Background: an optimization exercise with open tools, aiming at small area and a short achievable clock period. Do not read the settings as production practice.
In this exercise RTL edits were held to simulation tests only and were not proved equivalent to the original.

run B:
Design alu_core, start of the top module:
module alu_core
#(
  parameter int DATA_WIDTH = alu_pkg::ALU_DATA_WIDTH
) (
  input  logic                  clk,
  input  logic                  rst_n,
  input  logic [7:0]            i_alu_op,
  input  logic [DATA_WIDTH-1:0] i_a,
  input  logic [DATA_WIDTH-1:0] i_b,
  output logic [DATA_WIDTH-1:0] o_c,
  output logic                  o_zero,
  output logic                  o_div0,
  output logic [DATA_WIDTH-1:0] o_c_q,
  output logic                  o_zero_q
);
Size in the first run: about 33 flip-flops, ~140 I/O pins, about 0.035 mm2 of cells after synthesis.
==> flow/config.mk <==
export PLATFORM = sky130hd
export DESIGN_NAME = alu_core
export DESIGN_NICKNAME = alu_core
export VERILOG_FILES = /design/flow/design.v
export SDC_FILE = /design/flow/constraint.sdc
export NUM_CORES = 4
export LEC_CHECK = 0
export ABC_AREA = 1
export CAP_MARGIN = 20
export CORE_MARGIN = 2
export CORE_UTILIZATION = 50
export SLEW_MARGIN = 20
==> flow/constraint.sdc <==
create_clock -name core_clock -period 200.0 [get_ports {clk}]
set_input_delay 40.0000 -clock core_clock [delete_from_list [all_inputs] [get_ports {clk}]]
set_output_delay 40.0000 -clock core_clock [all_outputs]
set_load 0.01 [all_outputs]
standard.sh (not shown) runs the stock make flow with config.mk's settings and CLKGATE_MAP_FILE= SYNTH_SCRIPT=/design/flow/synth_recipe.tcl, a recipe that flattens the netlist after the stock synthesis.
==> flow/flow/run.sh <==
#!/bin/bash
set -o pipefail
bash standard.sh SETUP_SLACK_MARGIN=50 SKIP_GATE_CLONING=1 SKIP_PIN_SWAP=1 "BUFFER_PORTS_ARGS=-buffer_cell sky130_fd_sc_hd__buf_2" cts > standard_flow_to_cts.log 2>&1
bash standard.sh SETUP_SLACK_MARGIN=45 SETUP_MOVE_SEQUENCE=sizeup SKIP_GATE_CLONING=1 SKIP_PIN_SWAP=1 grt > standard_flow_grt.log 2>&1
bash standard.sh finish > standard_flow_finish.log 2>&1
Run B finished every stage and its layout cleared the timing, DRC and antenna checks.
Here is what was changed in the inputs of run D compared with run B.
Settings: a change of CORE_UTILIZATION from 50 to 40.
==> flow/flow/run.sh <==
#!/bin/bash
# The standard layout, with two changes:
#  - synthesis runs flow/synth.tcl: the standard synthesis followed by a second ABC
#    mapping pass (flow/abc.script) over the logic, keeping the flip-flops as they are;
#  - up to and including clock-tree synthesis, repair_timing is asked to keep a setup
#    margin of 52 ns beyond the constraint.
# Each make run's output goes to its own log here; ORFS keeps each tool's log under orfs/logs.
set -o pipefail
S="SYNTH_SCRIPT=$PWD/flow/synth.tcl"
bash standard.sh "$S" synth > flow_synth.log 2>&1
bash standard.sh "$S" SETUP_SLACK_MARGIN=52 cts > flow_to_cts.log 2>&1
bash standard.sh "$S" finish > flow_finish.log 2>&1
==> flow/flow/abc.script (new file) <==
strash
dc2
dc2
dch
map -B 0.9
topo
stime -c
buffer -c
dnsize -c
==> flow/flow/synth.tcl (new file) <==
# The standard synthesis (synth_recipe.tcl), followed by a second mapping pass:
# every standard cell except the flip-flops (and tie cells) is dissolved back into
# logic and ABC maps it again with this flow's abc.script, which restructures the
# logic for area (dc2) and maps it without upsizing gates.
# The flip-flops keep the standard synthesis's names and cells.
set flow_dir [file dirname [file normalize [info script]]]
proc synth {args} { yosys synth -nofsm -noshare {*}$args }
source $::env(SCRIPTS_DIR)/synth.tcl
# left out here: clear keep_hierarchy, flatten, clean up

set flow_lib [lindex $::env(LIB_FILES) 0]
read_liberty -overwrite -ignore_miss_func $flow_lib
blackbox sky130_fd_sc_hd__df* sky130_fd_sc_hd__sdf* sky130_fd_sc_hd__dl* sky130_fd_sc_hd__ed* sky130_fd_sc_hd__conb*
hierarchy -top $::env(DESIGN_NAME)
flatten
opt_clean
log_cmd abc -script $flow_dir/abc.script {*}[lrange $abc_args 2 end]
setundef -zero
splitnets
opt_clean -purge
hilomap -singleton -hicell {*}$::env(TIEHI_CELL_AND_PORT) -locell {*}$::env(TIELO_CELL_AND_PORT)
if { $::env(SYNTH_INSBUF) } {
  insbuf -buf {*}$::env(MIN_BUF_CELL_AND_PORTS)
}
opt_clean -purge
tee -o $::env(REPORTS_DIR)/synth_stat_pass2.txt stat {*}$lib_args
# left out here: hide names made inside functions, write 1_2_yosys.v
==> comparison <==
Run B fits on a die that is smaller than the die of run D.
Compared with run B, placement density in the core of run D is lower.
Global-route wire length before repair delta for run D relative to run B: 8.7% higher
Diff run B -> run D: placer's final routability congestion estimate saw an increase; die extent in x now larger; met3 track utilization from global routing rose by 1.1 points.
Of run D and run B, it is run D that has the lower highest achievable clock rate.

-- what the ideal ports hide --
Ports are ideal in the flow. The routed layouts listed here were re-timed in OpenROAD. Step 1 assumes that a clkbuf_16 drives the clock port and a buf_2 every other input. Step 2, shift: input delay + t, output delay - t, t = (earliest + latest rising clock arrival at the registers) / 2. This alone moves slack from input paths to output paths. Slacks: ideal / step 1 / step 2; pairs: ideal / step 1.
| run | t, ns | setup WS [ns] | worst setup path after step 2 | latest minus earliest clock arrival (ns) | worst register clock-pin slew, ns |
|---|---|---|---|---|---|
| run B | 0.320 | 50.972 / 50.939 / 50.939 | input to output | 0.007 / 0.008 | 0.06 / 0.06 |
| run D | 0.321 | 49.598 / 49.579 / 49.579 | input to output | 0.007 / 0.007 | 0.06 / 0.06 |
After both steps setup and hold are still met in every run listed. For run B, which loses most, drivers alone change the setup slack by -0.033 ns; drivers and shift together by -0.033 ns.
